From an optimization exercise on the open Yosys and OpenROAD flow, aimed at small area, a short achievable clock period and few clock cycles; shortcuts taken in it are not production practice. Function was not checked in any run shown here: the RTL went through the layout flow alone. Power is estimated from default activity; no workload was simulated.

[design.v]
`timescale 1ns/1ns
package alu_pkg;
	localparam int word_width = 32;
	typedef enum logic [3:0] {
		op_add  = 4'd0,
		op_sub  = 4'd1,
		op_and  = 4'd2,
		op_or   = 4'd3,
		op_not  = 4'd4,
		op_neg  = 4'd5,
		op_shr  = 4'd6,
		op_shra = 4'd7,
		op_shl  = 4'd8,
		op_ror  = 4'd9,
		op_rol  = 4'd10,
		op_mul  = 4'd11
	} alu_op_t;
endpackage
`timescale 1ns/1ns
module alu_shifting (
	input  logic [31:0] a,
	input  logic [4:0]  s,
	input  logic [4:0]  k,
	input  logic        big,
	input  logic        left,
	input  logic        shift,
	input  logic        arith,
	output logic [31:0] c
);
	logic        fill;
	logic [31:0] rot;
	logic [31:0] th;
	logic [31:0] keep;
	assign fill = arith & a[31];
	always_comb begin
		rot = a;
		if (k[0]) rot = {rot[0],    rot[31:1]};
		if (k[1]) rot = {rot[1:0],  rot[31:2]};
		if (k[2]) rot = {rot[3:0],  rot[31:4]};
		if (k[3]) rot = {rot[7:0],  rot[31:8]};
		if (k[4]) rot = {rot[15:0], rot[31:16]};
	end
	always_comb begin
		for (int i = 0; i < 32; i++)
			th[i] = (5'(i) >= s);
	end
	always_comb begin
		if (!shift)
			keep = '1;
		else if (big)
			keep = '0;
		else if (left)
			keep = th;
		else
			for (int i = 0; i < 32; i++)
				keep[i] = th[31 - i];
	end
	assign c = (rot & keep) | ({32{fill}} & ~keep);
endmodule
`timescale 1ns/1ns
module alu_cla_adder #(
	parameter int W = 32
) (
	input  logic [31:0] a,
	input  logic [31:0] b,
	input  logic        cin,
	output logic [31:0] sum
);
	assign sum = a + b + {31'd0, cin};
endmodule
`timescale 1ns/1ns
module alu_booth_step (
	input  logic [31:0] m,
	input  logic [3:0]  one,
	input  logic [3:0]  two,
	input  logic [3:0]  neg,
	input  logic [32:0] s_in,
	input  logic [32:0] c_in,
	output logic [32:0] s_out,
	output logic [32:0] c_out,
	output logic [7:0]  s_lo,
	output logic [7:0]  c_lo
);
	logic [32:0]      mx;
	logic [32:0]      m2x;
	logic [3:0][32:0] r;
	logic [40:0]      a0, a1, a2, a3, sx, cx;
	logic [40:0]      s1, c1, s2, c2, s3, c3, s4, c4;
	assign mx  = {m[31], m};
	assign m2x = {m, 1'b0};
	always_comb begin
		for (int i = 0; i < 4; i++)
			r[i] = (({33{one[i]}} & mx) | ({33{two[i]}} & m2x)) ^ {33{neg[i]}};
	end
	assign a0 = {8'd0, ~r[0][32], r[0][31:0]} | (41'd170 << 32);
	assign a1 = {6'd0, ~r[1][32], r[1][31:0], 2'd0};
	assign a2 = {4'd0, ~r[2][32], r[2][31:0], 4'd0};
	assign a3 = {2'd0, ~r[3][32], r[3][31:0], 6'd0};
	assign sx = {8'd0, s_in};
	assign cx = {8'd0, c_in};
	assign s1 = a0 ^ a1 ^ a2;
	assign c1 = {((a0 & a1) | (a0 & a2) | (a1 & a2)), 1'b0};
	assign s2 = a3 ^ sx ^ cx;
	assign c2 = {((a3 & sx) | (a3 & cx) | (sx & cx)), 1'b0};
	assign s3 = s1 ^ c1 ^ s2;
	assign c3 = {((s1 & c1) | (s1 & s2) | (c1 & s2)), 1'b0};
	assign s4 = s3 ^ c3 ^ c2;
	assign c4 = {((s3 & c3) | (s3 & c2) | (c3 & c2)), 1'b0};
	assign s_lo  = s4[7:0];
	assign c_lo  = c4[7:0];
	assign s_out = s4[40:8];
	assign c_out = c4[40:8];
endmodule
module alu_booth_enc (
	input  logic [7:0] b,
	input  logic       bm1,
	output logic [3:0] one,
	output logic [3:0] two,
	output logic [3:0] neg
);
	logic [8:0] bb;
	assign bb = {b, bm1};
	always_comb begin
		for (int i = 0; i < 4; i++) begin
			one[i] = bb[2*i+1] ^ bb[2*i];
			two[i] = (bb[2*i+2] & ~bb[2*i+1] & ~bb[2*i]) |
				(~bb[2*i+2] & bb[2*i+1] & bb[2*i]);
			neg[i] = bb[2*i+2];
		end
	end
endmodule
`timescale 1ns/1ns
module alu_result_stage (
	input  logic        f_sum,
	input  logic        f_and,
	input  logic        f_or,
	input  logic        f_not,
	input  logic        f_sh,
	input  logic [31:0] y,
	input  logic [31:0] b,
	input  logic [31:0] sum,
	input  logic [31:0] shift_c,
	output logic [31:0] result
);
	assign result = ({32{f_sum}} & sum) |
		({32{f_and}} & (y & b)) |
		({32{f_or}} & (y | b)) |
		({32{f_not}} & ~b) |
		({32{f_sh}} & shift_c);
endmodule
`timescale 1ns/1ns
import alu_pkg::*;
module alu_unit (
	input  logic                           clk,
	input  logic                           rst,
	input  logic [alu_pkg::word_width-1:0] bus_in,
	input  logic                           y_load,
	input  alu_pkg::alu_op_t               op,
	input  logic                           op_valid,
	output logic [alu_pkg::word_width-1:0] z_hi,
	output logic [alu_pkg::word_width-1:0] z_lo,
	output logic                           done,
	output logic                           busy
);
	logic        accept;
	logic        acc_mul;
	logic        is_sub;
	logic        is_left;
	logic [31:0] b_r;
	logic        yl_r;
	logic        f_sub;
	logic        f_sq, f_ya, f_sum, f_and, f_or, f_not, f_sh;
	logic        f_left, f_shift, f_arith, f_big;
	logic [4:0]  f_k;
	logic        vn;
	logic        m1, ph2, ph3, ph4, ph5;
	logic [31:0] y;
	logic [31:0] b_raw;
	logic [31:0] y_next;
	logic        s32;
	logic [32:0] cs;
	logic [7:0]  sl, cl;
	logic        k;
	logic [3:0]  e_one, e_two, e_neg;
	logic [3:0]  n_one, n_two, n_neg;
	logic [3:0]  i_one, i_two, i_neg;
	logic        step;
	logic        step_more;
	logic [31:0] src;
	logic [32:0] negs;
	logic [32:0] st_s_in, st_c_in;
	logic [32:0] st_s, st_c;
	logic [7:0]  st_sl, st_cl;
	logic [8:0]  lo_sum;
	logic [31:0] add_a, add_b, add_sum;
	logic        add_cin;
	logic [31:0] shift_c;
	logic [31:0] result;
	assign accept  = op_valid & ~busy;
	assign acc_mul = accept & (op == op_mul);
	assign is_sub  = (op == op_sub) | (op == op_neg);
	assign is_left = (op == op_shl) | (op == op_rol);
	always_ff @(posedge clk) begin
		if (rst) begin
			yl_r <= 1'b0;
			vn   <= 1'b0;
			m1   <= 1'b0;
			ph2  <= 1'b0;
			ph3  <= 1'b0;
			ph4  <= 1'b0;
			ph5  <= 1'b0;
			busy <= 1'b0;
			done <= 1'b0;
		end else begin
			yl_r <= y_load & ~busy;
			vn   <= accept & (op != op_mul);
			m1   <= acc_mul;
			ph2  <= m1;
			ph3  <= ph2;
			ph4  <= ph3;
			ph5  <= ph4;
			busy <= acc_mul | m1 | ph2 | ph3;
			done <= vn | ph5;
		end
	end
	always_ff @(posedge clk) begin
		if (rst)
			b_r <= '0;
		else if (ph4)
			b_r <= st_c[31:0];
		else if (!busy)
			b_r <= bus_in ^ {32{is_sub}};
		f_sub   <= is_sub;
		f_sq    <= accept & is_sub;
		f_ya    <= accept & ((op == op_add) | (op == op_sub));
		f_sum   <= accept & ((op == op_add) | is_sub);
		f_and   <= accept & (op == op_and);
		f_or    <= accept & (op == op_or);
		f_not   <= accept & (op == op_not);
		f_sh    <= accept & (op >= op_shr) & (op <= op_rol);
		f_left  <= is_left;
		f_shift <= (op == op_shr) | (op == op_shra) | (op == op_shl);
		f_arith <= (op == op_shra);
		f_big   <= |bus_in[31:5];
		f_k     <= is_left ? (5'd0 - bus_in[4:0]) : bus_in[4:0];
	end
	assign b_raw  = b_r ^ {32{f_sub}};
	assign y_next = yl_r ? b_raw : y;
	always_ff @(posedge clk) begin
		if (rst)
			y <= '0;
		else if (busy && y_load)
			y <= bus_in;
		else
			y <= y_next;
	end
	assign step      = m1 | ph2 | ph3 | ph4;
	assign step_more = m1 | ph2 | ph3;
	assign src       = m1 ? y : z_lo;
	alu_booth_enc u_enc_next (
		.b   (src[15:8]),
		.bm1 (src[7]),
		.one (n_one),
		.two (n_two),
		.neg (n_neg)
	);
	alu_booth_enc u_enc_first (
		.b   (y_next[7:0]),
		.bm1 (1'b0),
		.one (i_one),
		.two (i_two),
		.neg (i_neg)
	);
	always_ff @(posedge clk) begin
		if (step_more) begin
			e_one <= n_one;
			e_two <= n_two;
			e_neg <= n_neg;
		end else begin
			e_one <= i_one;
			e_two <= i_two;
			e_neg <= i_neg;
		end
	end
	always_comb begin
		negs = '0;
		for (int j = 0; j < 16; j++)
			negs[2*j] = y[2*j+1];
	end
	assign st_s_in = {s32, z_hi & {32{~m1}}};
	assign st_c_in = cs | (negs & {33{m1}});
	alu_booth_step u_step (
		.m     (b_r),
		.one   (e_one),
		.two   (e_two),
		.neg   (e_neg),
		.s_in  (st_s_in),
		.c_in  (st_c_in),
		.s_out (st_s),
		.c_out (st_c),
		.s_lo  (st_sl),
		.c_lo  (st_cl)
	);
	assign lo_sum = {1'b0, sl} + {1'b0, cl} + {8'd0, k};
	always_ff @(posedge clk) begin
		if (step) begin
			s32 <= st_s[32];
			cs  <= st_c;
			sl  <= st_sl;
			cl  <= st_cl;
			k   <= lo_sum[8];
		end else begin
			s32 <= 1'b1;
			cs  <= '0;
			sl  <= '0;
			cl  <= '0;
			k   <= 1'b0;
		end
	end
	assign add_a   = (y & {32{f_ya}}) | (z_hi & {32{ph5}});
	assign add_b   = b_r;
	assign add_cin = f_sq | (ph5 & lo_sum[8]);
	alu_cla_adder #(.W(32)) u_adder (
		.a   (add_a),
		.b   (add_b),
		.cin (add_cin),
		.sum (add_sum)
	);
	alu_shifting u_shifter (
		.a     (y),
		.s     (b_r[4:0]),
		.k     (f_k),
		.big   (f_big),
		.left  (f_left),
		.shift (f_shift),
		.arith (f_arith),
		.c     (shift_c)
	);
	alu_result_stage u_result (
		.f_sum   (f_sum),
		.f_and   (f_and),
		.f_or    (f_or),
		.f_not   (f_not),
		.f_sh    (f_sh),
		.y       (y),
		.b       (b_r),
		.sum     (add_sum),
		.shift_c (shift_c),
		.result  (result)
	);
	always_ff @(posedge clk) begin
		z_hi <= (st_s[31:0] & {32{step}}) | (add_sum & {32{ph5}});
		z_lo <= result | ({lo_sum[7:0], src[31:8]} & {32{step | ph5}});
	end
endmodule
[run.sh]
#!/bin/bash
# synth_recipe.tcl (not shown) runs the flow's synth.tcl, then flattens the netlist and writes it again
# the make line also repeats each setting of config.mk as NAME=value (left out here)
make -C /OpenROAD-flow-scripts/flow DESIGN_CONFIG=/design/flow/config.mk WORK_HOME=/design/flow/orfs CLKGATE_MAP_FILE= SYNTH_SCRIPT=/design/flow/synth_recipe.tcl finish
[config.mk]
export PLATFORM = sky130hd
export DESIGN_NAME = alu_unit
export DESIGN_NICKNAME = alu_unit
export VERILOG_FILES = /design/flow/design.v
export SDC_FILE = /design/flow/constraint.sdc
export NUM_CORES = 4
export LEC_CHECK = 0
export CAP_MARGIN = 20
export CORE_MARGIN = 2
export CORE_UTILIZATION = 40
export SETUP_SLACK_MARGIN = 3.3
export SLEW_MARGIN = 20
[constraint.sdc]
create_clock -name core_clock -period 6.0 [get_ports {clk}]
set_input_delay 1.2000 -clock core_clock [delete_from_list [all_inputs] [get_ports {clk}]]
set_output_delay 1.2000 -clock core_clock [all_outputs]
set_load 0.01 [all_outputs]
==> summary.md, run 1 <==
| Metric | Value |
|---|---|
| Critical path's top delay family | `compound AO/OA/AOI/OAI gates` |
| CTS Buffer Depth | `3` |
| Seq/Total Area, Yosys | `21.0%` |
| Final setup vio count | `0` |
| Bufs and invs on worst path | `1` |
| Vias | `20557` |
| Max Cap Viol | `0` |
| Clock Latency Late Sink | `around 0.6 ns` |
| Yosys warnings | `4` |
| Final #Nets | `2796` |
| Peak Freq | `roughly 250 MHz` |
| Routed wire per std cell | `a little over 30 um` |
| Final HPWL DP | `~65 mm` |
| Syn Area/Cell | `between 8 and 9 um^2` |
| Detailed Route WL | `~99 mm` |
| ANT nets after route | `0` |
| GPL Wtd Cong | `approximately 1` |
| Hold worst-path end | `done` |
| CP peak stage delay | `approximately 0.48 ns` |
| LEAKAGE | `between 10 and 15 nW` |
| Tcrit/Tclk final | `around 67%` |
| Syn Nets | `2722` |
| Crit path depth | `21` |
| Fin util | `roughly 53%` |
| Reg2Reg Setup Slack | `between 1.5 and 2 ns` |
| WP data required | `around 6.5 ns` |
| Endpoint kind of the worst setup timing path | `flip-flop` |
| Die W | `230 um` |
| Worst R2R Start | `sl[0]` |
| Pwr Density | `approximately 300 mW/mm^2` |
| Top post-synthesis cells by area | `dfxtp_1 (21%), fa_1 (12%), xnor2_1 (8.8%), a21oi_1 (5.9%), nor2_1 (4.9%)` |
| Hold_buf cts | `0` |
| Filler Cells Inserted | `between 4000 and 5000` |
| Overflow after GRT | `0` |
| Top cell type's share of synthesized area | `21.0%` |
| HP Start | `vn` |
| Reg2Reg Depth | `21` |
| P&R area growth vs syn | `30.1%` |
| H-tree depth | `1` |
| Setup TNS | `0 ns` |
| Crit path top cell by count | `a21oi_2` |
| Top-count cell post-synth | `nor2_1` |
| 1st-iter DRT viols | `2228` |
| Vert. Die Dim | `between 200 and 250 um` |
| Commonest cells post-synth | `nor2_1 (266), a21oi_1 (242), dfxtp_1 (214)` |
| Cell area after synthesis | `between 0.02 and 0.025 mm^2` |
| Via/cell ratio | `~6.3` |
| Num CTS Buffers | `28` |
| Slowest cell on crit path | `a2111oi_4` |
| Status | `no timing/DRC/antenna violations` |
| Worst R2R End | `z_hi[30]` |
| Primary FF master, synth | `dfxtp_1` |
| Worst VDD drop | `218 uV` |
| Share of layout cells above drive strength 1 | `around 29%` |
| Vias in the first global route | `20003` |
| Final hold slack | `around 0.48 ns` |
| Startpoint types | `flip-flop` |
| Critical path peak fanout | `3` |
| Crit path time final | `roughly 4.0 ns` |
| Cells after synthesis | `between 2000 and 3000` |
| Clk Tree Root Cell | `clkbuf_16` |
| CTS tree | `done` |
| I/O Buffers | `between 100 and 150` |
| Asr flop ratio synth | `0%` |
| Initial Util | `between 40% and 50%` |
| Crit-path cells | `ha_4 > ha_4 > a21o_1 > a21oi_2 > o21bai_2 > a21oi_2 > nor2b_1 > o21ai_1 > nand2b_1 > a21oi_2 > fa_2 > fa_2 > nor2b_4 > o21bai_4 > a2111oi_4 > buf_4 > o31ai_4 > a21oi_2 > a31oi_1 > xnor2_1 > a22o_1` |
| Clock slew at reported path FFs | `approximately 0.060 ns` |
| Largest net degree at the start of global routing | `67` |
| TritonRoute pass-1 iters | `6` |
| Max-Slew Margin vs Limit | `~27%` |
| Worst Hold Depth | `2` |
| Synth cell types | `67` |
| Worst endpoint data arrival time | `about 4.5 ns` |
| Max Clock Skew | `between 0.02 and 0.03 ns` |
| Aggregate global-route resource usage | `a little over a third` |
| IO Pins | `between 100 and 150` |
| Yosys reg bits | `~210` |
| Most area-hungry cell type in the Yosys netlist | `dfxtp_1` |
| # DRC | `0` |
| Worst-margin pin slew | `1.08 ns` |
| Initial antenna violation count | `6` |
| First-pass GRT wire length | `140 mm` |
| Slew Viols, Final | `0` |
| Clock sinks | `about 210` |
| Hold Fails Final Rpt | `0` |
| Worst Hold Class | `reg2reg` |
| Die area | `~0.053 mm^2` |
| EDFF count, synth | `0` |
| RSZ-0062 raised after global routing | `yes` |
| Core box area | `0.0503 mm^2` |
| Row count | `just over 80` |
| Worst setup path category | `reg2reg` |
## routing by layer
layer,global-route usage (%),share of wire [%],vias to the layer above
met5,0,0,-
met4,23.4,8.4,0
met3,6.51,9.1,350
met2,56.2,44,1161
met1,45.8,38,10204
li1,-,-,8842
## kinds of logic after synthesis
| kind of cell | Yosys count | share of synthesized area [%] |
|---|---|---|
| compound gates | 737 | 22.9 |
| simple gates | 587 | 12.8 |
| buf+inv | 386 | 7.29 |
| xor+xnor | 242 | 10.4 |
| flops | 214 | 21.0 |
| fa+ha+maj | 182 | 15.7 |
| mux | 152 | 9.89 |
## cells in the final DEF (no fill, tap or decap), types with 32 or more instances in the layout
master and count:
nor2_1 243, mux2i_1 68, dlygate4sd2_1 57, buf_12 32, dfxtp_2 54, buf_6 34
nand2_1 136, mux4_2 32, a22o_1 34, a22oi_2 99, dfxtp_4 45, xnor2_2 60
buf_4 98, fa_1 66, a21oi_1 222, clkdlybuf4s50_1 47, o21ai_0 109, mux2_2 35
ha_1 55, nor2b_1 32, a21o_1 34, fa_2 58, inv_1 106, a22oi_1 32
xnor2_1 143, dfxtp_1 115, o21ai_1 40
## through the flow
stage	cell area, um^2	power, W	setup slack (ns)	cells
2_1_floorplan	20900	0.00370	2.18	2500
3_3_place_gp	22000	0.00493	1.71	3078
3_5_place_dp	22000	0.00495	1.56	3078
4_1_cts	25500	0.00746	2.02	3227
5_1_grt	26500	0.00821	1.77	3265
6_report	26500	0.00791	1.98	3267
## worst max path at each step
stage / slack [ns] / from / to
final: 1.98 / sl[0] / z_hi[30]
after floorplan: 2.18 / k / z_lo[24]
after global routing: 1.77 / sl[0] / z_lo[24]
after CTS: 2.02 / sl[0] / z_lo[24]
after global placement: 1.71 / k / z_lo[24]
after detailed placement: 1.56 / k / z_lo[24]
## flip-flops by register name, indices dropped and copies added (netlist names), 4 cells and up
| name | cells |
|---|---|
| e_one | 4 |
| e_neg | 4 |
| f_k | 5 |
| z_hi | 32 |
| b_r | 32 |
| cs | 32 |
| cl | 6 |
| z_lo | 32 |
| sl | 8 |
| e_two | 4 |
| y | 32 |
## worst reg2reg max path, delay by kind of cell, from the launching register on
kind,cells,cell delay [ns]
AOI/OAI and AO/OA,12,1.78
xor gates and xnor gates,1,0.17
adders and majority gates,4,1.05
buffers and inverters,1,0.20
DFF,1,0.34
and+or+nand+nor,3,0.41
## timing repair
item / CTS / global route
endpoints found under the setup margin: 193 / 128
resized for setup: 431 / 167
buffers inserted: 91 / 34
cloned: 9 / 3
pin swaps: 207 / 190
## report_power, final
| part | internal (W) | total (W) | leakage [nW] | switching (W) |
|---|---|---|---|---|
| logic | 0.00194 | 0.00418 | 7.98 | 0.00224 |
| clock network | 0.00117 | 0.00191 | 0.497 | 0.000740 |
| registers | 0.00153 | 0.00182 | 1.80 | 0.000287 |
| total | 0.00465 | 0.00791 | 10.3 | 0.00326 |
## final cells by class
class,instances,area (um^2),share of cell area [%]
inverter,135,507,1.91
sequential,214,4520,17.0
clock inverter,13,236,0.891
tap,672,841,3.17
multi-input combinational,1900,16400,61.6
timing repair buffer,295,3290,12.4
clock buffer,36,781,2.94
antenna,2,5.00,0.0189
==> inputs of run 2 (changes only) <==
--- a/design.v
+++ b/design.v
@@ -59,14 +59,13 @@
 endmodule
 `timescale 1ns/1ns
 module alu_cla_adder #(
-	parameter int W = 32
+	parameter int W = 40
 ) (
-	input  logic [31:0] a,
-	input  logic [31:0] b,
-	input  logic        cin,
-	output logic [31:0] sum
+	input  logic [W-1:0] a,
+	input  logic [W-1:0] b,
+	output logic [W-1:0] sum
 );
-	assign sum = a + b + {31'd0, cin};
+	assign sum = a + b;
 endmodule
 `timescale 1ns/1ns
 module alu_booth_step (
@@ -168,7 +167,7 @@
 	logic        is_left;
 	logic [31:0] b_r;
 	logic        yl_r;
-	logic        f_sub;
+	logic        f_sub, cin_r;
 	logic        f_sq, f_ya, f_sum, f_and, f_or, f_not, f_sh;
 	logic        f_left, f_shift, f_arith, f_big;
 	logic [4:0]  f_k;
@@ -192,8 +191,8 @@
 	logic [32:0] st_s, st_c;
 	logic [7:0]  st_sl, st_cl;
 	logic [8:0]  lo_sum;
-	logic [31:0] add_a, add_b, add_sum;
-	logic        add_cin;
+	logic [7:0]  lo_byte;
+	logic [39:0] add_a, add_b, add_sum;
 	logic [31:0] shift_c;
 	logic [31:0] result;
 	assign accept  = op_valid & ~busy;
@@ -224,13 +223,12 @@
 		end
 	end
 	always_ff @(posedge clk) begin
-		if (rst)
+		if (ph4)
 			b_r <= '0;
-		else if (ph4)
-			b_r <= st_c[31:0];
 		else if (!busy)
 			b_r <= bus_in ^ {32{is_sub}};
 		f_sub   <= is_sub;
+		cin_r   <= ph4 ? lo_sum[8] : (accept & is_sub);
 		f_sq    <= accept & is_sub;
 		f_ya    <= accept & ((op == op_add) | (op == op_sub));
 		f_sum   <= accept & ((op == op_add) | is_sub);
@@ -317,13 +315,11 @@
 			k   <= 1'b0;
 		end
 	end
-	assign add_a   = (y & {32{f_ya}}) | (z_hi & {32{ph5}});
-	assign add_b   = b_r;
-	assign add_cin = f_sq | (ph5 & lo_sum[8]);
-	alu_cla_adder #(.W(32)) u_adder (
+	assign add_a = {(y & {32{f_ya}}) | (z_hi & {32{ph5}}), sl[7:1], sl[0] | f_sq};
+	assign add_b = {b_r | cs[31:0], cl[7:1] | {7{f_sq}}, cin_r};
+	alu_cla_adder #(.W(40)) u_adder (
 		.a   (add_a),
 		.b   (add_b),
-		.cin (add_cin),
 		.sum (add_sum)
 	);
 	alu_shifting u_shifter (
@@ -344,12 +340,13 @@
 		.f_sh    (f_sh),
 		.y       (y),
 		.b       (b_r),
-		.sum     (add_sum),
+		.sum     (add_sum[39:8]),
 		.shift_c (shift_c),
 		.result  (result)
 	);
+	assign lo_byte = ph5 ? add_sum[7:0] : lo_sum[7:0];
 	always_ff @(posedge clk) begin
-		z_hi <= (st_s[31:0] & {32{step}}) | (add_sum & {32{ph5}});
-		z_lo <= result | ({lo_sum[7:0], src[31:8]} & {32{step | ph5}});
+		z_hi <= (st_s[31:0] & {32{step}}) | (add_sum[39:8] & {32{ph5}});
+		z_lo <= result | ({lo_byte, src[31:8]} & {32{step | ph5}});
 	end
 endmodule
--- a/config.mk
+++ b/config.mk
@@ -10,3 +10,4 @@
 export CORE_UTILIZATION = 40
 export SETUP_SLACK_MARGIN = 3.3
 export SLEW_MARGIN = 20
+export TNS_END_PERCENT = 5
==> run 2 against run 1 <==
Effect of this change:
- critical endpoint is now z_lo[13]
- register-to-register slack better by 0.77 ns
- combinational power up 5.0%
- final cell count down 1.5%
- flip-flop and latch count up 1
- critical path depth down 8
- final area down 7.0%
- core utilization down 4.6 points
- largest cell class unchanged
- fmax up 24%
- power up 2.6%
- setup slack better by 0.77 ns
- clock skew down 0.0083 ns
- still clean on timing, DRC and antenna
==> summary.md, run 2 <==
| Metric | Value |
|---|---|
| Status | `no timing/DRC/antenna violations (unchanged)` |
| Largest net degree at the start of global routing | `69 (was 67)` |
| Slew Viols, Final | `0 (unchanged)` |
| Die W | `231 um (was 230 um)` |
| EDFF count, synth | `0 (unchanged)` |
| GPL Wtd Cong | `0.992 (was 1.00)` |
| Cell area after synthesis | `0.0206 mm^2 (was 0.0204 mm^2)` |
| Clock Latency Late Sink | `0.59 ns (was 0.60 ns)` |
| Commonest non-fill, non-tap cells in the layout | `a21oi_1 (219), nor2_1 (208), xnor2_1 (199), nand2_1 (178), dfxtp_1 (154) (was nor2_1 (243), a21oi_1 (222), xnor2_1 (143), nand2_1 (136), dfxtp_1 (115))` |
| Synth Area in Simple Gates | `14.3% (was 12.8%)` |
| 1st-iter DRT viols | `2410 (was 2228)` |
| Initial antenna violation count | `2 (was 6)` |
| RSZ-0062 raised after global routing | `yes (unchanged)` |
| LEAKAGE | `9.83 nW (was 10.3 nW)` |
| Vias | `20065 (was 20557)` |
| Top post-synthesis cells by area | `dfxtp_1 (21%), fa_1 (12%), xnor2_1 (8.6%), a21oi_1 (5.6%), mux2i_1 (4.8%) (was dfxtp_1 (21%), fa_1 (12%), xnor2_1 (8.8%), a21oi_1 (5.9%), nor2_1 (4.9%))` |
| Main combinational cell family by area after synthesis | `compound AO/OA/AOI/OAI gates (unchanged)` |
| Via/cell ratio | `6.24 (was 6.29)` |
| Startpoint types | `flip-flop (unchanged)` |
| Yosys warnings | `4 (unchanged)` |
| Vert. Die Dim | `231 um (was 230 um)` |
| Max Cap Viol | `0 (unchanged)` |
| Cells after synthesis | `2515 (was 2500)` |
| Yosys reg bits | `215 (was 214)` |
| Worst-margin pin slew | `0.949 ns (was 1.08 ns)` |
| Final HPWL DP | `64.6 mm (was 65.4 mm)` |
| Primary FF master, synth | `dfxtp_1 (unchanged)` |
| Vias in the first global route | `18675 (was 20003)` |
| Crit path time final | `3.25 ns (was 4.02 ns)` |
| Most area-hungry cell type in the Yosys netlist | `dfxtp_1 (unchanged)` |
| Top-count cell post-synth | `a21oi_1 (was nor2_1)` |
| Setup TNS | `0 ns (unchanged)` |
| H-tree depth | `1 (unchanged)` |
| Ant diodes | `0 (was 2)` |
| ANT nets after route | `0 (unchanged)` |
| Top cell type's share of synthesized area | `20.9% (was 21.0%)` |
| Most common cell after layout, fill and taps aside | `a21oi_1 (was nor2_1)` |
| Seq/Total Area, Yosys | `20.9% (was 21.0%)` |
| # DRC | `0 (unchanged)` |
| Crit-path cells | `buf_12 > buf_6 > or2_4 > ha_4 > a21o_1 > a21o_1 > a21o_1 > or2_4 > a21oi_4 > o21bai_1 > a21o_1 > xor2_2 > a221o_1 (was ha_4 > ha_4 > a21o_1 > a21oi_2 > o21bai_2 > a21oi_2 > nor2b_1 > o21ai_1 > nand2b_1 > a21oi_2 > fa_2 > fa_2 > nor2b_4 > o21bai_4 > a2111oi_4 > buf_4 > o31ai_4 > a21oi_2 > a31oi_1 > xnor2_1 > a22o_1)` |
| Endpoint kind of the worst setup timing path | `flip-flop (unchanged)` |
| Worst R2R Start | `f_sq (was sl[0])` |
| HP Start | `vn (unchanged)` |
| Syn Nets | `2745 (was 2722)` |
| Routed wire per std cell | `28.6 um (was 30.2 um)` |
| Worst R2R End | `z_lo[13] (was z_hi[30])` |
| Synth Area in Compound Gates | `24.7% (was 22.9%)` |
| Worst setup path category | `reg2reg (unchanged)` |
| Overflow after GRT | `0 (unchanged)` |
| CP peak stage delay | `0.37 ns (was 0.48 ns)` |
| Final #Nets | `2746 (was 2796)` |
| CTS tree | `done (unchanged)` |
| Critical path peak fanout | `5 (was 3)` |
| Worst Hold Depth | `2 (unchanged)` |
| I/O Buffers | `105 (unchanged)` |
| Row count | `83 (was 82)` |
| Clock sinks | `215 (was 214)` |
| Hold worst-path end | `done (unchanged)` |
| Clock slew at reported path FFs | `0.06 ns (about the same)` |
| Hold_buf cts | `0 (unchanged)` |
| Slowest cell on crit path | `a221o_1 (was a2111oi_4)` |
| Final setup vio count | `0 (unchanged)` |
| Hold Fails Final Rpt | `0 (unchanged)` |
| Aggregate global-route resource usage | `32.4% (was 36.0%)` |
| First-pass GRT wire length | `128 mm (was 140 mm)` |
| Post-synthesis adder-cell area fraction | `16.0% (was 15.7%)` |
| Tcrit/Tclk final | `54.1% (was 67.0%)` |
| Share of layout cells above drive strength 1 | `15.7% (was 29.2%)` |
| Syn Area/Cell | `8.21 um^2 (was 8.16 um^2)` |
| Worst VDD drop | `208 uV (was 218 uV)` |
| P&R area growth vs syn | `19.6% (was 30.1%)` |
| Num CTS Buffers | `28 (unchanged)` |
| Reg2Reg Setup Slack | `2.75 ns (was 1.98 ns)` |
| Synth cell types | `75 (was 67)` |
| Initial Util | `40.3% (was 40.6%)` |
| Worst endpoint data arrival time | `3.72 ns (was 4.51 ns)` |
| Asr flop ratio synth | `0% (unchanged)` |
| IO Pins | `106 (unchanged)` |
| Reg2Reg Depth | `13 (was 21)` |
| TritonRoute pass-1 iters | `6 (unchanged)` |
| Max Clock Skew | `0.0188 ns (was 0.0272 ns)` |
| Worst Hold Class | `reg2reg (unchanged)` |
| CTS Buffer Depth | `3 (unchanged)` |
| Detailed Route WL | `92.1 mm (was 98.6 mm)` |
| Mux cell area share after synthesis | `7.59% (was 9.89%)` |
| Crit path top cell by count | `a21o_1 (was a21oi_2)` |
| Synth Area in XOR/XNOR | `10.4% (about the same)` |
| Max-Slew Margin vs Limit | `36.6% (was 27.0%)` |
| WP data required | `6.47 ns (was 6.49 ns)` |
| Peak Freq | `308 MHz (was 249 MHz)` |
| Pwr Density | `329 mW/mm^2 (was 298 mW/mm^2)` |
| Die area | `0.0534 mm^2 (was 0.0528 mm^2)` |
| Filler Cells Inserted | `4861 (was 4676)` |
| Core box area | `0.0512 mm^2 (was 0.0503 mm^2)` |
| Final hold slack | `0.460 ns (was 0.478 ns)` |
| Clk Tree Root Cell | `clkbuf_16 (unchanged)` |
| Commonest cells post-synth | `a21oi_1 (232), dfxtp_1 (215), nor2_1 (212) (was nor2_1 (266), a21oi_1 (242), dfxtp_1 (214))` |
-- run 2: power by group --
| group | internal, W | switching, W |
|---|---|---|
| Combinational | 0.00193 | 0.00246 |
| Clock | 0.00108 | 0.000728 |
| Sequential | 0.00156 | 0.000351 |
-- run 2: metrics by stage --
stage	std cells	setup slack (ns)	cell area, um^2	total power (W)	util (%)
2_1_floorplan	2515	3.02	20900	0.00441	-
3_3_place_gp	3092	2.19	22000	0.00593	43.0
3_5_place_dp	3092	2.12	22000	0.00598	43.0
4_1_cts	3184	2.71	23900	0.00784	46.6
5_1_grt	3218	2.69	24700	0.00852	48.2
6_report	3218	2.75	24700	0.00811	48.2
-- run 2: final cells by class --
| type | count | area, um^2 | area share (%) |
|---|---|---|---|
| well taps | 680 | 851 | 3.45 |
| clock buffers | 42 | 823 | 3.34 |
| repair inverters | 2 | 15.0 | 0.0609 |
| flip-flops and latches | 215 | 4440 | 18.0 |
| multi-input cells | 1971 | 15800 | 64.0 |
| inverters | 78 | 300 | 1.22 |
| repair buffers | 220 | 2290 | 9.30 |
| clock inverters | 10 | 149 | 0.603 |
-- run 2: worst max path at each step --
| stage | start | endpoint | slack (ns) | depth (start not counted) |
|---|---|---|---|---|
| after floorplan | ph5 | z_lo[31] | 3.02 | 14 |
| after global placement | ph5 | z_lo[24] | 2.19 | 12 |
| after detailed placement | ph5 | z_lo[24] | 2.12 | 12 |
| after CTS | b_r[23] | z_hi[30] | 2.71 | 10 |
| after global routing | f_sq | z_hi[28] | 2.69 | 14 |
| final | f_sq | z_lo[13] | 2.75 | 13 |
-- run 2: what timing repair did --
item | 4_1_cts | 5_1_grt
resized for setup | 136 | 74
setup buffers | 39 | 31
cloned | 1 | 3
pin swaps | 44 | 33
setup endpoints to repair | 164 | 183
-- run 2: per-layer routing --
layer	share of wire, %	global-route usage, %
met1	41	43.2
met2	44	50.9
met3	9.3	5.93
met4	6.1	15.0
met5	0.014	0
-- run 2: cells by family after synthesis --
logic type / count (synthesis)
fa+ha+maj: 190
simple gates: 632
mux: 134
buf+inv: 329
compound gates: 769
flops: 215
xor+xnor: 246
-- run 2: critical path: cells and delay by family (launching register included) --
kind | cells | cell delay [ns]
buffers and inverters | 2 | 0.23
flip-flops | 1 | 0.35
AND/OR/NAND/NOR | 2 | 0.50
adder cells (fa/ha/maj) | 1 | 0.26
XOR/XNOR | 1 | 0.20
AO/OA/AOI/OAI | 7 | 1.61
==> inputs of run 3 (changes only) <==
--- a/design.v
+++ b/design.v
@@ -168,7 +168,7 @@
 	logic [31:0] b_r;
 	logic        yl_r;
 	logic        f_sub, cin_r;
-	logic        f_sq, f_ya, f_sum, f_and, f_or, f_not, f_sh;
+	logic        f_ya, f_sum, f_and, f_or, f_not, f_sh;
 	logic        f_left, f_shift, f_arith, f_big;
 	logic [4:0]  f_k;
 	logic        vn;
@@ -229,7 +229,6 @@
 			b_r <= bus_in ^ {32{is_sub}};
 		f_sub   <= is_sub;
 		cin_r   <= ph4 ? lo_sum[8] : (accept & is_sub);
-		f_sq    <= accept & is_sub;
 		f_ya    <= accept & ((op == op_add) | (op == op_sub));
 		f_sum   <= accept & ((op == op_add) | is_sub);
 		f_and   <= accept & (op == op_and);
@@ -310,13 +309,13 @@
 		end else begin
 			s32 <= 1'b1;
 			cs  <= '0;
-			sl  <= '0;
+			sl  <= {8{accept & is_sub}};
 			cl  <= '0;
 			k   <= 1'b0;
 		end
 	end
-	assign add_a = {(y & {32{f_ya}}) | (z_hi & {32{ph5}}), sl[7:1], sl[0] | f_sq};
-	assign add_b = {b_r | cs[31:0], cl[7:1] | {7{f_sq}}, cin_r};
+	assign add_a = {(y & {32{f_ya}}) | (z_hi & {32{ph5}}), sl};
+	assign add_b = {b_r | cs[31:0], cl[7:1], cin_r};
 	alu_cla_adder #(.W(40)) u_adder (
 		.a   (add_a),
 		.b   (add_b),
--- a/config.mk
+++ b/config.mk
@@ -8,6 +8,6 @@
 export CAP_MARGIN = 20
 export CORE_MARGIN = 2
 export CORE_UTILIZATION = 40
-export SETUP_SLACK_MARGIN = 3.3
+export SETUP_SLACK_MARGIN = 3.6
 export SLEW_MARGIN = 20
 export TNS_END_PERCENT = 5
==> run 3 against run 2 <==
Effect of this change:
- largest power group unchanged
- setup slack better by 0.26 ns
- flip-flop and latch count down 1
- critical path depth down 7
- synthesized cell count down 2.3%
- synthesized area down 0.36%
==> summary.md, run 3 <==
| Metric | Value |
|---|---|
| Top post-synthesis cells by area | `dfxtp_1 (21%), fa_1 (12%), xnor2_1 (8.3%), a21oi_1 (5.8%), a22oi_1 (4.7%) (was dfxtp_1 (21%), fa_1 (12%), xnor2_1 (8.6%), a21oi_1 (5.6%), mux2i_1 (4.8%))` |
| Final #Nets | `2687 (was 2746)` |
| GPL Wtd Cong | `0.988 (was 0.992)` |
| RSZ-0062 raised after global routing | `yes (unchanged)` |
| Final non-filler cell total | `3169 (was 3218)` |
| Yosys warnings | `4 (unchanged)` |
| Final hold slack | `0.457 ns (was 0.460 ns)` |
| Max Cap Viol | `0 (unchanged)` |
| 1st-iter DRT viols | `2260 (was 2410)` |
| Placement Cell Area | `0.0219 mm^2 (was 0.0220 mm^2)` |
| Overall power | `0.00812 W (was 0.00811 W)` |
| IO Pins | `106 (unchanged)` |
| Routed wire per std cell | `28.4 um (was 28.6 um)` |
| Cells after synthesis | `2456 (was 2515)` |
| CTS tree | `done (unchanged)` |
| Synth cell types | `74 (was 75)` |
| Filler Cells Inserted | `4903 (was 4861)` |
| Syn Area/Cell | `8.37 um^2 (was 8.21 um^2)` |
| Die area | `0.0532 mm^2 (was 0.0534 mm^2)` |
| Detailed Route WL | `90.1 mm (was 92.1 mm)` |
| Clock sinks | `214 (was 215)` |
| Final HPWL DP | `62.7 mm (was 64.6 mm)` |
| Setup TNS | `0 ns (unchanged)` |
| Max-Slew Margin vs Limit | `33.3% (was 36.6%)` |
| Startpoint types | `flip-flop (unchanged)` |
| Multi-input combinational cell area | `0.0157 mm^2 (was 0.0158 mm^2)` |
| Max Clock Skew | `0.0184 ns (was 0.0188 ns)` |
| P&R area growth vs syn | `20.6% (was 19.6%)` |
| Endpoint kind of the worst setup timing path | `flip-flop (unchanged)` |
| Share of layout cells above drive strength 1 | `18.5% (was 15.7%)` |
| ANT nets after route | `0 (unchanged)` |
| Primary FF master, synth | `dfxtp_1 (unchanged)` |
| Peak Freq | `335 MHz (was 308 MHz)` |
| Seq/Total Area, Yosys | `20.8% (was 20.9%)` |
| Vert. Die Dim | `231 um (about the same)` |
| Slew Viols, Final | `0 (unchanged)` |
| Critical path peak fanout | `32 (was 5)` |
| Core box area | `0.0511 mm^2 (was 0.0512 mm^2)` |
| I/O Buffers | `105 (unchanged)` |
| # DRC | `0 (unchanged)` |
| Via/cell ratio | `6.29 (was 6.24)` |
| Crit path time final | `2.99 ns (was 3.25 ns)` |
| Share of power burned in registers | `23.1% (was 23.6%)` |
| TritonRoute pass-1 iters | `8 (was 6)` |
| Internal Pwr Total | `0.00468 W (was 0.00458 W)` |
| Largest net degree at the start of global routing | `68 (was 69)` |
| Status | `no timing/DRC/antenna violations (unchanged)` |
| Pwr Density | `328 mW/mm^2 (was 329 mW/mm^2)` |
| Syn Nets | `2679 (was 2745)` |
| Worst-margin pin slew | `0.990 ns (was 0.949 ns)` |
| Worst endpoint data arrival time | `3.46 ns (was 3.72 ns)` |
| Top cell type's share of synthesized area | `20.8% (was 20.9%)` |
| First-pass GRT wire length | `131 mm (was 128 mm)` |
| Net switching power | `0.00344 W (was 0.00353 W)` |
| Clock slew at reported path FFs | `0.06 ns (about the same)` |
| WP data required | `6.47 ns (about the same)` |
| Vias | `19923 (was 20065)` |
| Asr flop ratio synth | `0% (unchanged)` |
| Aggregate global-route resource usage | `33.2% (was 32.4%)` |
| Final setup vio count | `0 (unchanged)` |
| Hold Fails Final Rpt | `0 (unchanged)` |
| Top-count cell post-synth | `a21oi_1 (unchanged)` |
| Initial antenna violation count | `5 (was 2)` |
| Most common cell after layout, fill and taps aside | `a21oi_1 (unchanged)` |
| Tcrit/Tclk final | `49.8% (was 54.1%)` |
| Clock Latency Late Sink | `0.59 ns (about the same)` |
| Yosys reg bits | `214 (was 215)` |
| LEAKAGE | `9.68 nW (was 9.83 nW)` |
| EDFF count, synth | `0 (unchanged)` |
| Cell area after synthesis | `0.0206 mm^2 (about the same)` |
| Worst setup path category | `reg2reg (unchanged)` |
| Num CTS Buffers | `28 (unchanged)` |
| Initial Util | `40.2% (was 40.3%)` |
| Overflow after GRT | `0 (unchanged)` |
| H-tree depth | `1 (unchanged)` |
| Cells after DPL | `3030 (was 3092)` |
| Combinational Power Share | `53.7% (was 54.1%)` |
| Switching share of power | `42.4% (was 43.6%)` |
| Hold_buf cts | `0 (unchanged)` |
| Clk Tree Root Cell | `clkbuf_16 (unchanged)` |
| Clock power share | `23.2% (was 22.3%)` |
| Worst VDD drop | `192 uV (was 208 uV)` |
| Die W | `231 um (about the same)` |
| Commonest non-fill, non-tap cells in the layout | `a21oi_1 (222), nor2_1 (220), xnor2_1 (193), dfxtp_1 (152), a22oi_1 (128) (was a21oi_1 (219), nor2_1 (208), xnor2_1 (199), nand2_1 (178), dfxtp_1 (154))` |
| Vias in the first global route | `19082 (was 18675)` |
| Register area | `0.00441 mm^2 (was 0.00444 mm^2)` |
| Commonest cells post-synth | `a21oi_1 (239), nor2_1 (225), dfxtp_1 (214) (was a21oi_1 (232), dfxtp_1 (215), nor2_1 (212))` |
| Most area-hungry cell type in the Yosys netlist | `dfxtp_1 (unchanged)` |
| Design area | `0.0248 mm^2 (was 0.0247 mm^2)` |
| CTS Buffer Depth | `3 (unchanged)` |
| Row count | `83 (unchanged)` |
| Worst Hold Class | `reg2reg (unchanged)` |
run 3: worst max-delay path, cell delays in order (launching register included):
cell	delay (ns)
dfxtp_4	0.63
a22oi_1	0.17
xnor2_1	0.19
fa_1	0.59
fa_1	0.51
fa_1	0.52
a22o_1	0.21
run 3: area by class of cell:
type | count | share of cell area [%]
repair inverters | 1 | 0.0202
diodes | 3 | 0.0303
clock buffers | 36 | 3.15
flip-flops and latches | 214 | 17.8
inverters | 89 | 1.36
clock inverters | 16 | 0.928
repair buffers | 237 | 9.95
well taps | 680 | 3.43
multi-input cells | 1893 | 63.3
run 3: stage by stage:
| stage | worst slack, ns | utilization (%) |
|---|---|---|
| 6_report | 3.01 | 48.5 |
| 2_1_floorplan | 3.00 | - |
| 5_1_grt | 2.95 | 48.5 |
| 3_3_place_gp | 2.12 | 42.9 |
| 4_1_cts | 3.04 | 48.0 |
| 3_5_place_dp | 2.15 | 42.9 |
run 3: logic make-up after synthesis:
kind of cell    synth area share, %
xor+xnor                       10.1
compound gates                 23.1
flops                          20.8
mux                            10.6
fa+ha+maj                      15.6
buf+inv                        6.51
simple gates                   13.2
run 3: final timing paths:
kind	cells past startpoint	startpoint	slack, ns	endpoint
worst max-delay path	6	e_two[3]	3.01	z_hi[6]
worst min-delay path	2	vn	0.46	done
worst max register to register	6	e_two[3]	3.01	z_hi[6]
worst min register to register	2	vn	0.46	done
run 3: power by group through the flow:
stage / Sequential, W / Combinational [W] / Clock (W)
2_1_floorplan: 0.00166 / 0.00276 / 0
3_3_place_gp: 0.00200 / 0.00387 / 0
3_5_place_dp: 0.00200 / 0.00393 / 0
4_1_cts: 0.00186 / 0.00430 / 0.00189
5_1_grt: 0.00188 / 0.00474 / 0.00194
6_report: 0.00188 / 0.00436 / 0.00188
run 3: repair_timing:
action / in CTS / in global routing
buffers inserted: 66 / 14
resized for setup: 199 / 34
gates cloned: 2 / 2
pin swaps: 35 / 20
setup endpoints to repair: 243 / 213
run 3: metal layers:
layer  track usage [%]  wire [um]  vias to the layer above
li1                  -          -                     8684
met1              42.8      35900                     9796
met2              51.8      40000                     1162
met3              7.08       8650                      275
met4              18.1       5460                        6
met5              1.01         93                        -
==> inputs of run 4 (changes only) <==
--- a/design.v
+++ b/design.v
@@ -167,8 +167,9 @@
 	logic        is_left;
 	logic [31:0] b_r;
 	logic        yl_r;
+	logic [31:0] a_r;
 	logic        f_sub, cin_r;
-	logic        f_ya, f_sum, f_and, f_or, f_not, f_sh;
+	logic        f_sq, f_sum, f_and, f_or, f_not, f_sh;
 	logic        f_left, f_shift, f_arith, f_big;
 	logic [4:0]  f_k;
 	logic        vn;
@@ -227,9 +228,13 @@
 			b_r <= '0;
 		else if (!busy)
 			b_r <= bus_in ^ {32{is_sub}};
+		if (step)
+			a_r <= st_s[31:0];
+		else
+			a_r <= y_next & {32{(op == op_add) | (op == op_sub)}};
 		f_sub   <= is_sub;
 		cin_r   <= ph4 ? lo_sum[8] : (accept & is_sub);
-		f_ya    <= accept & ((op == op_add) | (op == op_sub));
+		f_sq    <= accept & is_sub;
 		f_sum   <= accept & ((op == op_add) | is_sub);
 		f_and   <= accept & (op == op_and);
 		f_or    <= accept & (op == op_or);
@@ -284,7 +289,7 @@
 		for (int j = 0; j < 16; j++)
 			negs[2*j] = y[2*j+1];
 	end
-	assign st_s_in = {s32, z_hi & {32{~m1}}};
+	assign st_s_in = {s32, a_r};
 	assign st_c_in = cs | (negs & {33{m1}});
 	alu_booth_step u_step (
 		.m     (b_r),
@@ -309,13 +314,13 @@
 		end else begin
 			s32 <= 1'b1;
 			cs  <= '0;
-			sl  <= {8{accept & is_sub}};
+			sl  <= '0;
 			cl  <= '0;
 			k   <= 1'b0;
 		end
 	end
-	assign add_a = {(y & {32{f_ya}}) | (z_hi & {32{ph5}}), sl};
-	assign add_b = {b_r | cs[31:0], cl[7:1], cin_r};
+	assign add_a = {a_r, sl[7:1], sl[0] | f_sq};
+	assign add_b = {b_r | cs[31:0], cl[7:1] | {7{f_sq}}, cin_r};
 	alu_cla_adder #(.W(40)) u_adder (
 		.a   (add_a),
 		.b   (add_b),
@@ -345,7 +350,7 @@
 	);
 	assign lo_byte = ph5 ? add_sum[7:0] : lo_sum[7:0];
 	always_ff @(posedge clk) begin
-		z_hi <= (st_s[31:0] & {32{step}}) | (add_sum[39:8] & {32{ph5}});
+		z_hi <= add_sum[39:8] & {32{ph5}};
 		z_lo <= result | ({lo_byte, src[31:8]} & {32{step | ph5}});
 	end
 endmodule
--- a/config.mk
+++ b/config.mk
@@ -8,6 +8,6 @@
 export CAP_MARGIN = 20
 export CORE_MARGIN = 2
 export CORE_UTILIZATION = 40
-export SETUP_SLACK_MARGIN = 3.6
+export SETUP_SLACK_MARGIN = 3.3
 export SLEW_MARGIN = 20
 export TNS_END_PERCENT = 5
==> run 4 against run 3 <==
Effect of this change:
- flip-flop and latch count rose by 32
- routed wire length rose by 2.0%
- synthesized area rose by 4.4%
- final cell count rose by 5.1%
- register-to-register slack got worse by 0.02 ns
- die area rose by 4.3%
- clock skew rose by 0.041 ns
- sequential share of layout area rose by 1.6 points
- clock power barely moved
- non-clock buffer count fell by 11
- final area rose by 4.6%
- combinational power rose by 5%
- highest routed layer is now met4
==> summary.md, run 4 <==
| Metric | Value |
|---|---|
| Status | `no timing/DRC/antenna violations (unchanged)` |
| Top cell type's share of synthesized area | `22.9% (was 20.8%)` |
| Cells after synthesis | `2588 (was 2456)` |
| I/O Buffers | `105 (unchanged)` |
| 1st-iter DRT viols | `2330 (was 2260)` |
| Vert. Die Dim | `236 um (was 231 um)` |
| Commonest cells post-synth | `dfxtp_1 (246), a21oi_1 (223), nand2_1 (210) (was a21oi_1 (239), nor2_1 (225), dfxtp_1 (214))` |
| Vias in the first global route | `19596 (was 19082)` |
| Clock slew at reported path FFs | `0.06 ns (about the same)` |
| Filler Cells Inserted | `4984 (was 4903)` |
| Crit path time final | `3.00 ns (was 2.99 ns)` |
| Row count | `84 (was 83)` |
| Register area | `0.00505 mm^2 (was 0.00441 mm^2)` |
| Cell area after synthesis | `0.0215 mm^2 (was 0.0206 mm^2)` |
| Worst setup path category | `reg2reg (unchanged)` |
| Reg2Reg Depth | `11 (was 6)` |
| Worst VDD drop | `231 uV (was 192 uV)` |
| ANT nets after route | `0 (unchanged)` |
| Initial Util | `40.7% (was 40.2%)` |
| P&R area growth vs syn | `20.9% (was 20.6%)` |
| Design area | `0.0260 mm^2 (was 0.0248 mm^2)` |
| Startpoint types | `flip-flop (unchanged)` |
| Crit path to | `z_lo[24] (was z_hi[6])` |
| Overflow after GRT | `0 (unchanged)` |
| Syn Nets | `2820 (was 2679)` |
| Final #Nets | `2854 (was 2687)` |
| First-pass GRT wire length | `133 mm (was 131 mm)` |
| Seq/Total Area, Yosys | `22.9% (was 20.8%)` |
| H-tree depth | `1 (unchanged)` |
| Crit path from | `f_sq (was e_two[3])` |
| Hold Fails Final Rpt | `0 (unchanged)` |
| Commonest non-fill, non-tap cells in the layout | `a21oi_1 (205), nand2_1 (203), dfxtp_1 (201), xnor2_1 (195), inv_1 (190) (was a21oi_1 (222), nor2_1 (220), xnor2_1 (193), dfxtp_1 (152), a22oi_1 (128))` |
| CTS Buffer Depth | `3 (unchanged)` |
| Final non-filler cell total | `3332 (was 3169)` |
| EDFF count, synth | `0 (unchanged)` |
| LEAKAGE | `10.6 nW (was 9.68 nW)` |
| Max Clock Skew | `0.0595 ns (was 0.0184 ns)` |
| Largest net degree at the start of global routing | `80 (was 68)` |
| Bufs and invs on worst path | `0 (unchanged)` |
| IO Pins | `106 (unchanged)` |
| Clk Tree Root Cell | `clkbuf_16 (unchanged)` |
| Aggregate global-route resource usage | `32.5% (was 33.2%)` |
| Initial antenna violation count | `3 (was 5)` |
| Top-count cell post-synth | `dfxtp_1 (was a21oi_1)` |
| Cells after DPL | `3205 (was 3030)` |
| Core box area | `0.0528 mm^2 (was 0.0511 mm^2)` |
| Die W | `236 um (was 231 um)` |
| Endpoint kind of the worst setup timing path | `flip-flop (unchanged)` |
| Clock Latency Late Sink | `0.63 ns (was 0.59 ns)` |
| Ant diodes | `0 (was 3)` |
| CP peak stage delay | `0.42 ns (was 0.63 ns)` |
| Overall power | `0.00859 W (was 0.00812 W)` |
| Routed wire per std cell | `27.6 um (was 28.4 um)` |
| Most common cell after layout, fill and taps aside | `a21oi_1 (unchanged)` |
| Multi-input combinational cell area | `0.0157 mm^2 (about the same)` |
| Critical path peak fanout | `8 (was 32)` |
| Worst-margin pin slew | `1.17 ns (was 0.990 ns)` |
| Slew Viols, Final | `0 (unchanged)` |
| CTS tree | `done (unchanged)` |
| Worst R2R End | `z_lo[24] (was z_hi[6])` |
| Max-Slew Margin vs Limit | `21.0% (was 33.3%)` |
| Final HPWL DP | `65.1 mm (was 62.7 mm)` |
| Share of layout cells above drive strength 1 | `17.3% (was 18.5%)` |
| Crit-path cells | `or2_4 > ha_4 > fa_2 > a21oi_4 > o211ai_2 > a31oi_4 > a21oi_2 > a41o_1 > a31oi_1 > xnor2_1 > a221o_1 (was a22oi_1 > xnor2_1 > fa_1 > fa_1 > fa_1 > a22o_1)` |
| Syn Area/Cell | `8.29 um^2 (was 8.37 um^2)` |
| TritonRoute pass-1 iters | `5 (was 8)` |
| Peak Freq | `333 MHz (was 335 MHz)` |
| Vias | `20079 (was 19923)` |
| Placement Cell Area | `0.0230 mm^2 (was 0.0219 mm^2)` |
| # DRC | `0 (unchanged)` |
| Primary FF master, synth | `dfxtp_1 (unchanged)` |
| Worst R2R Start | `f_sq (was e_two[3])` |
| Reg2Reg Setup Slack | `3.00 ns (was 3.01 ns)` |
| Tcrit/Tclk final | `50.0% (was 49.8%)` |
| Worst endpoint data arrival time | `3.52 ns (was 3.46 ns)` |
| Setup TNS | `0 ns (unchanged)` |
| Crit path depth | `11 (was 6)` |
| Yosys reg bits | `246 (was 214)` |
| Synth cell types | `81 (was 74)` |
| Via/cell ratio | `6.03 (was 6.29)` |
| Pwr Density | `331 mW/mm^2 (was 328 mW/mm^2)` |
| Most area-hungry cell type in the Yosys netlist | `dfxtp_1 (unchanged)` |
| Worst Hold Class | `reg2reg (unchanged)` |
| Max Cap Viol | `0 (unchanged)` |
| GPL Wtd Cong | `0.973 (was 0.988)` |
| Die area | `0.0555 mm^2 (was 0.0532 mm^2)` |
| Yosys warnings | `4 (unchanged)` |
| Clock sinks | `246 (was 214)` |
| WP data required | `6.52 ns (was 6.47 ns)` |
| Top post-synthesis cells by area | `dfxtp_1 (23%), fa_1 (11%), xnor2_1 (8.2%), a21oi_1 (5.2%), a22oi_1 (4.4%) (was dfxtp_1 (21%), fa_1 (12%), xnor2_1 (8.3%), a21oi_1 (5.8%), a22oi_1 (4.7%))` |
| RSZ-0062 raised after global routing | `yes (unchanged)` |
| Asr flop ratio synth | `0% (unchanged)` |
| Detailed Route WL | `91.9 mm (was 90.1 mm)` |
| Num CTS Buffers | `30 (was 28)` |
| Final setup vio count | `0 (unchanged)` |
| Slowest cell on crit path | `fa_2 (was dfxtp_4)` |
| Critical path's top delay family | `compound AO/OA/AOI/OAI gates (was adder cells)` |
==> run 4: cell count changes after synthesis, sizes merged, moves of 37 or more <==
cell / before / now
nor2: 225 / 160
inv: 88 / 194
and2: 5 / 84
nand2: 110 / 210
clkbuf: 208 / 171
o21ai: 127 / 210
a22o: 53 / 1
==> run 4: final cells by class <==
class / instances / share of cell area (%)
multi-input combinational: 1924 / 60.5
timing repair buffer: 226 / 9.99
clock buffer: 35 / 3.08
inverter: 194 / 2.81
tap: 688 / 3.32
clock inverter: 19 / 0.863
sequential: 246 / 19.4
==> run 4: worst min path at each step <==
stage,start,end,depth (start not counted)
2_1_floorplan,vn,done,2
3_3_place_gp,vn,done,2
3_5_place_dp,vn,done,2
4_1_cts,vn,done,2
5_1_grt,vn,done,2
6_report,vn,done,2
==> run 4: what timing repair did <==
| action | CTS | global route |
|---|---|---|
| setup endpoints to repair | 162 | 154 |
| gates resized for setup | 203 | 61 |
| pin swaps | 64 | 24 |
| gates cloned | 14 | 0 |
| setup buffers | 24 | 35 |
| hold buffers | 0 | 0 |
==> run 4: metrics by stage <==
| stage | hold WS, ns | utilization [%] | setup slack (ns) |
|---|---|---|---|
| finish | 0.445 | 49.2 | 3.00 |
| global route | 0.499 | 49.2 | 2.91 |
| CTS | 0.448 | 48.1 | 3.01 |
| detailed placement | 0.432 | 43.5 | 2.40 |
| global placement | 0.427 | 43.5 | 2.46 |
| floorplan | 0.411 | - | 3.11 |
==> run 4: logic make-up (layout without fill, tap and decap cells) <==
kind of cell,after synthesis,in the layout,share of synthesized area (%)
flops,246,246,22.9
buf+inv,418,474,7.72
compound gates,724,724,21.0
mux,148,148,9.23
simple gates,614,614,13.5
xor+xnor,246,246,10.0
fa+ha+maj,192,192,15.5
==> run 4: tightest hold or removal path, stage by stage, from the launching register on <==
cell and delay (ns):
dfxtp_1 0.31, nor2_1 0.04, nor2_1 0.06
==> run 4: power by group <==
group | total, W | switching (W) | internal [W]
clock | 0.00190 | 0.000815 | 0.00109
sequential | 0.00212 | 0.000348 | 0.00178
combinational | 0.00456 | 0.00258 | 0.00198
==> run 4: metal layers <==
layer / up-vias / routed length (um) / track usage [%]
met5: - / 0 / 0
li1: 8894 / - / -
met3: 265 / 8420 / 5.66
met2: 1177 / 39300 / 49.3
met1: 9743 / 37700 / 43.2
met4: 0 / 6460 / 19.9
==> inputs of run 5 (changes only) <==
--- a/design.v
+++ b/design.v
@@ -63,9 +63,10 @@
 ) (
 	input  logic [W-1:0] a,
 	input  logic [W-1:0] b,
+	input  logic         cin,
 	output logic [W-1:0] sum
 );
-	assign sum = a + b;
+	assign sum = a + b + {{(W-1){1'b0}}, cin};
 endmodule
 `timescale 1ns/1ns
 module alu_booth_step (
@@ -224,8 +225,10 @@
 		end
 	end
 	always_ff @(posedge clk) begin
-		if (ph4)
+		if (rst)
 			b_r <= '0;
+		else if (ph4)
+			b_r <= st_c[31:0];
 		else if (!busy)
 			b_r <= bus_in ^ {32{is_sub}};
 		if (step)
@@ -290,7 +293,7 @@
 			negs[2*j] = y[2*j+1];
 	end
 	assign st_s_in = {s32, a_r};
-	assign st_c_in = cs | (negs & {33{m1}});
+	assign st_c_in = m1 ? negs : cs;
 	alu_booth_step u_step (
 		.m     (b_r),
 		.one   (e_one),
@@ -305,25 +308,18 @@
 	);
 	assign lo_sum = {1'b0, sl} + {1'b0, cl} + {8'd0, k};
 	always_ff @(posedge clk) begin
-		if (step) begin
-			s32 <= st_s[32];
-			cs  <= st_c;
-			sl  <= st_sl;
-			cl  <= st_cl;
-			k   <= lo_sum[8];
-		end else begin
-			s32 <= 1'b1;
-			cs  <= '0;
-			sl  <= '0;
-			cl  <= '0;
-			k   <= 1'b0;
-		end
+		cs  <= st_c;
+		sl  <= st_sl;
+		cl  <= st_cl;
+		s32 <= step ? st_s[32] : 1'b1;
+		k   <= step & ~m1 & lo_sum[8];
 	end
-	assign add_a = {a_r, sl[7:1], sl[0] | f_sq};
-	assign add_b = {b_r | cs[31:0], cl[7:1] | {7{f_sq}}, cin_r};
+	assign add_a = {a_r, sl & {8{ph5}}};
+	assign add_b = {b_r, (cl & {8{ph5}}) | {8{f_sq}}};
 	alu_cla_adder #(.W(40)) u_adder (
 		.a   (add_a),
 		.b   (add_b),
+		.cin (cin_r),
 		.sum (add_sum)
 	);
 	alu_shifting u_shifter (
==> run 5 against run 4 <==
Effect of this change:
- routed wire length fell by 0.56%
- global-route usage down 2.4 points
- critical path depth stayed put
- largest cell class unchanged
==> summary.md, run 5 <==
| Metric | Value |
|---|---|
| Status | `no timing/DRC/antenna violations (unchanged)` |
| Final #Nets | `2860 (was 2854)` |
| Top cell type's share of synthesized area | `23.0% (was 22.9%)` |
| P&R area growth vs syn | `19.2% (was 20.9%)` |
| Critical path peak fanout | `7 (was 8)` |
| Vert. Die Dim | `235 um (was 236 um)` |
| Num CTS Buffers | `29 (was 30)` |
| Slowest cell on crit path | `xnor2_1 (was fa_2)` |
| Syn Area/Cell | `8.19 um^2 (was 8.29 um^2)` |
| Yosys warnings | `4 (unchanged)` |
| Asr flop ratio synth | `0% (unchanged)` |
| Clock Latency Late Sink | `0.61 ns (was 0.63 ns)` |
| Core box area | `0.0528 mm^2 (unchanged)` |
| Largest net degree at the start of global routing | `70 (was 80)` |
| Overall power | `0.00845 W (was 0.00859 W)` |
| Max Cap Viol | `0 (unchanged)` |
| EDFF count, synth | `0 (unchanged)` |
| Synth cell types | `74 (was 81)` |
| Final setup vio count | `0 (unchanged)` |
| WP data required | `6.53 ns (was 6.52 ns)` |
| Top post-synthesis cells by area | `dfxtp_1 (23%), fa_1 (12%), xnor2_1 (7.8%), a21oi_1 (5.6%), a22oi_1 (4.5%) (was dfxtp_1 (23%), fa_1 (11%), xnor2_1 (8.2%), a21oi_1 (5.2%), a22oi_1 (4.4%))` |
| Syn Nets | `2845 (was 2820)` |
| Clock slew at reported path FFs | `0.07 ns (was 0.06 ns)` |
| H-tree depth | `1 (unchanged)` |
| Yosys reg bits | `246 (unchanged)` |
| Top-count cell post-synth | `dfxtp_1 (unchanged)` |
| Initial antenna violation count | `2 (was 3)` |
| Worst setup path category | `reg2reg (unchanged)` |
| CP peak stage delay | `0.57 ns (was 0.42 ns)` |
| Max Clock Skew | `0.0249 ns (was 0.0595 ns)` |
| Most area-hungry cell type in the Yosys netlist | `dfxtp_1 (unchanged)` |
| Ant diodes | `0 (unchanged)` |
| Worst Hold Class | `reg2reg (unchanged)` |
| Slew Viols, Final | `0 (unchanged)` |
| TritonRoute pass-1 iters | `8 (was 5)` |
| Final HPWL DP | `62.8 mm (was 65.1 mm)` |
| Die area | `0.0554 mm^2 (was 0.0555 mm^2)` |
| CTS Buffer Depth | `3 (unchanged)` |
| Vias in the first global route | `18944 (was 19596)` |
| Crit-path cells | `nand2_2 > fa_2 > inv_2 > fa_2 > a21o_1 > a221o_2 > o211ai_4 > a21oi_1 > nand2b_1 > xnor2_1 > a221o_1 (was or2_4 > ha_4 > fa_2 > a21oi_4 > o211ai_2 > a31oi_4 > a21oi_2 > a41o_1 > a31oi_1 > xnor2_1 > a221o_1)` |
| # DRC | `0 (unchanged)` |
| Hold Fails Final Rpt | `0 (unchanged)` |
| Setup TNS | `0 ns (unchanged)` |
| Die W | `235 um (was 236 um)` |
| Worst VDD drop | `232 uV (was 231 uV)` |
| Vias | `20723 (was 20079)` |
| ANT nets after route | `0 (unchanged)` |
| Final setup margin | `2.82 ns (was 3.00 ns)` |
| Crit path time final | `3.18 ns (was 3.00 ns)` |
| Commonest non-fill, non-tap cells in the layout | `a21oi_1 (223), nand2_1 (222), dfxtp_1 (198), nor2_1 (193), inv_1 (186) (was a21oi_1 (205), nand2_1 (203), dfxtp_1 (201), xnor2_1 (195), inv_1 (190))` |
| Dpl ws | `2.00 ns (was 2.40 ns)` |
| Detailed Route WL | `91.4 mm (was 91.9 mm)` |
| CTS tree | `done (unchanged)` |
| Via/cell ratio | `6.20 (was 6.03)` |
| LEAKAGE | `10.1 nW (was 10.6 nW)` |
| Worst endpoint data arrival time | `3.71 ns (was 3.52 ns)` |
| Clk Tree Root Cell | `clkbuf_16 (unchanged)` |
| 1st-iter DRT viols | `2810 (was 2330)` |
| Cell area after synthesis | `0.0214 mm^2 (was 0.0215 mm^2)` |
| Cells after synthesis | `2615 (was 2588)` |
| I/O Buffers | `105 (unchanged)` |
| First-pass GRT wire length | `127 mm (was 133 mm)` |
| RSZ-0062 raised after global routing | `yes (unchanged)` |
| Crit path top cell by count | `fa_2` |
| Overflow after GRT | `0 (unchanged)` |
| Max-Slew Margin vs Limit | `29.1% (was 21.0%)` |
| Row count | `84 (unchanged)` |
| Seq/Total Area, Yosys | `23.0% (was 22.9%)` |
| Aggregate global-route resource usage | `30.1% (was 32.5%)` |
| Routed wire per std cell | `27.4 um (was 27.6 um)` |
| Primary FF master, synth | `dfxtp_1 (unchanged)` |
| Clock sinks | `246 (unchanged)` |
| Most common cell after layout, fill and taps aside | `a21oi_1 (unchanged)` |
| Pwr Density | `331 mW/mm^2 (about the same)` |
| Tcrit/Tclk final | `53.0% (was 50.0%)` |
| Share of layout cells above drive strength 1 | `14.5% (was 17.3%)` |
| IO Pins | `106 (unchanged)` |
| Peak Freq | `314 MHz (was 333 MHz)` |
| GPL Wtd Cong | `1.00 (was 0.973)` |
| Commonest cells post-synth | `dfxtp_1 (246), a21oi_1 (238), nand2_1 (224) (was dfxtp_1 (246), a21oi_1 (223), nand2_1 (210))` |
| Endpoint kind of the worst setup timing path | `flip-flop (unchanged)` |
| Worst-margin pin slew | `1.05 ns (was 1.17 ns)` |
| Startpoint types | `flip-flop (unchanged)` |
| Initial Util | `40.6% (was 40.7%)` |
-- run 5: cell types whose count changed in the layout (fill, tap and decap cells not counted), moves of 16 or more --
| cell | before | now |
|---|---|---|
| and2_1 | 81 | 38 |
| nor2_1 | 157 | 193 |
| or2_2 | 34 | 1 |
| o21ai_0 | 163 | 133 |
| o21ai_1 | 42 | 68 |
| nand2_1 | 203 | 222 |
| a21oi_1 | 205 | 223 |
| nand2b_1 | 8 | 26 |
| xnor2_1 | 195 | 178 |
| ha_1 | 44 | 60 |
-- run 5: routing by layer --
layer,global-route usage (%),vias to the layer above,part of all wire [%]
met1,42.2,10212,40
li1,-,8984,-
met4,10.9,4,5.1
met2,46.6,1302,44
met5,0,-,0.025
met3,5.04,221,11
-- run 5: through the flow --
stage | cells | utilization (%) | cell area [um^2] | hold WS, ns
floorplan | 2615 | - | 21600 | 0.411
global placement | 3209 | 43.0 | 22700 | 0.434
detailed placement | 3209 | 43.0 | 22700 | 0.439
CTS | 3276 | 45.8 | 24200 | 0.452
global route | 3341 | 48.4 | 25500 | 0.469
finish | 3341 | 48.4 | 25500 | 0.443
-- run 5: cell type report --
cell class,count,area (um^2)
well taps,688,861
inverters,196,762
flip-flops and latches,246,5080
multi-input cells,1944,15400
clock buffers,39,835
repair buffers,213,2380
clock inverters,15,228
fillers,5062,27200
-- run 5: power breakdown --
group	switching [W]	internal, W	leakage (nW)
registers	0.000330	0.00189	2.05
logic	0.00245	0.00179	7.57
clock network	0.000796	0.00120	0.519
total	0.00358	0.00487	10.1
-- run 5: what timing repair did --
| action | in CTS | in global routing |
|---|---|---|
| pin swaps | 13 | 49 |
| resized for setup | 76 | 115 |
| gates cloned | 0 | 2 |
| endpoints found under the setup margin | 187 | 197 |
| setup buffers | 13 | 63 |
| hold buffers | 0 | 0 |
-- run 5: worst paths after layout --
path	start	to	slack, ns	cells past startpoint
min	vn	done	0.44	2
max	ph5	z_lo[12]	2.82	11
max reg2reg	ph5	z_lo[12]	2.82	11
min reg2reg	vn	done	0.44	2
-- run 5: cells by family after synthesis --
group	synth area share, %
compound gates	20.9
fa+ha+maj	15.4
buf+inv	7.85
mux	9.71
simple gates	13.0
xor+xnor	10.1
flops	23.0
-- run 5: worst max-delay path: cells and delay by family (launching register included) --
family          cells  cell delay, ns
compound gates      5            1.29
simple gates        2            0.26
fa+ha+maj           2            0.55
xor+xnor            1            0.57
flops               1            0.39
buf+inv             1            0.04

what the ideal ports hide:
Ports are ideal in the flow. The routed layouts listed here were re-timed in OpenROAD.
Step 1 sets driving cells, clkbuf_16 on the clock port and buf_2 on the other inputs (assumed; they add their load-dependent delay and slew).
Step 2 moves the port delays by t, midway between the first and last clock arrival at a register: inputs arrive t later, outputs are due t later. That takes back most of the time a late clock gives input paths.
a / b / c = no drivers / after step 1 / after step 2; a / b = the first two.
run	t, ns	setup WS [ns]	worst hold slack (ns)	latest minus earliest clock arrival (ns)
run 1	0.647	1.981 / 1.981 / 1.981	0.478 / 0.478 / 0.478	0.029 / 0.029
run 2	0.635	2.752 / 2.752 / 2.488	0.460 / 0.460 / 0.460	0.019 / 0.018
run 3	0.645	3.014 / 2.961 / 2.603	0.457 / 0.457 / 0.457	0.018 / 0.018
run 4	0.657	2.998 / 2.995 / 2.426	0.445 / 0.445 / 0.445	0.059 / 0.060
run 5	0.653	2.820 / 2.820 / 2.519	0.443 / 0.443 / 0.443	0.025 / 0.025
After both steps every run listed still meets setup and hold. For run 4, which loses most, drivers alone change the setup slack by -0.003 ns; drivers and shift together by -0.572 ns.
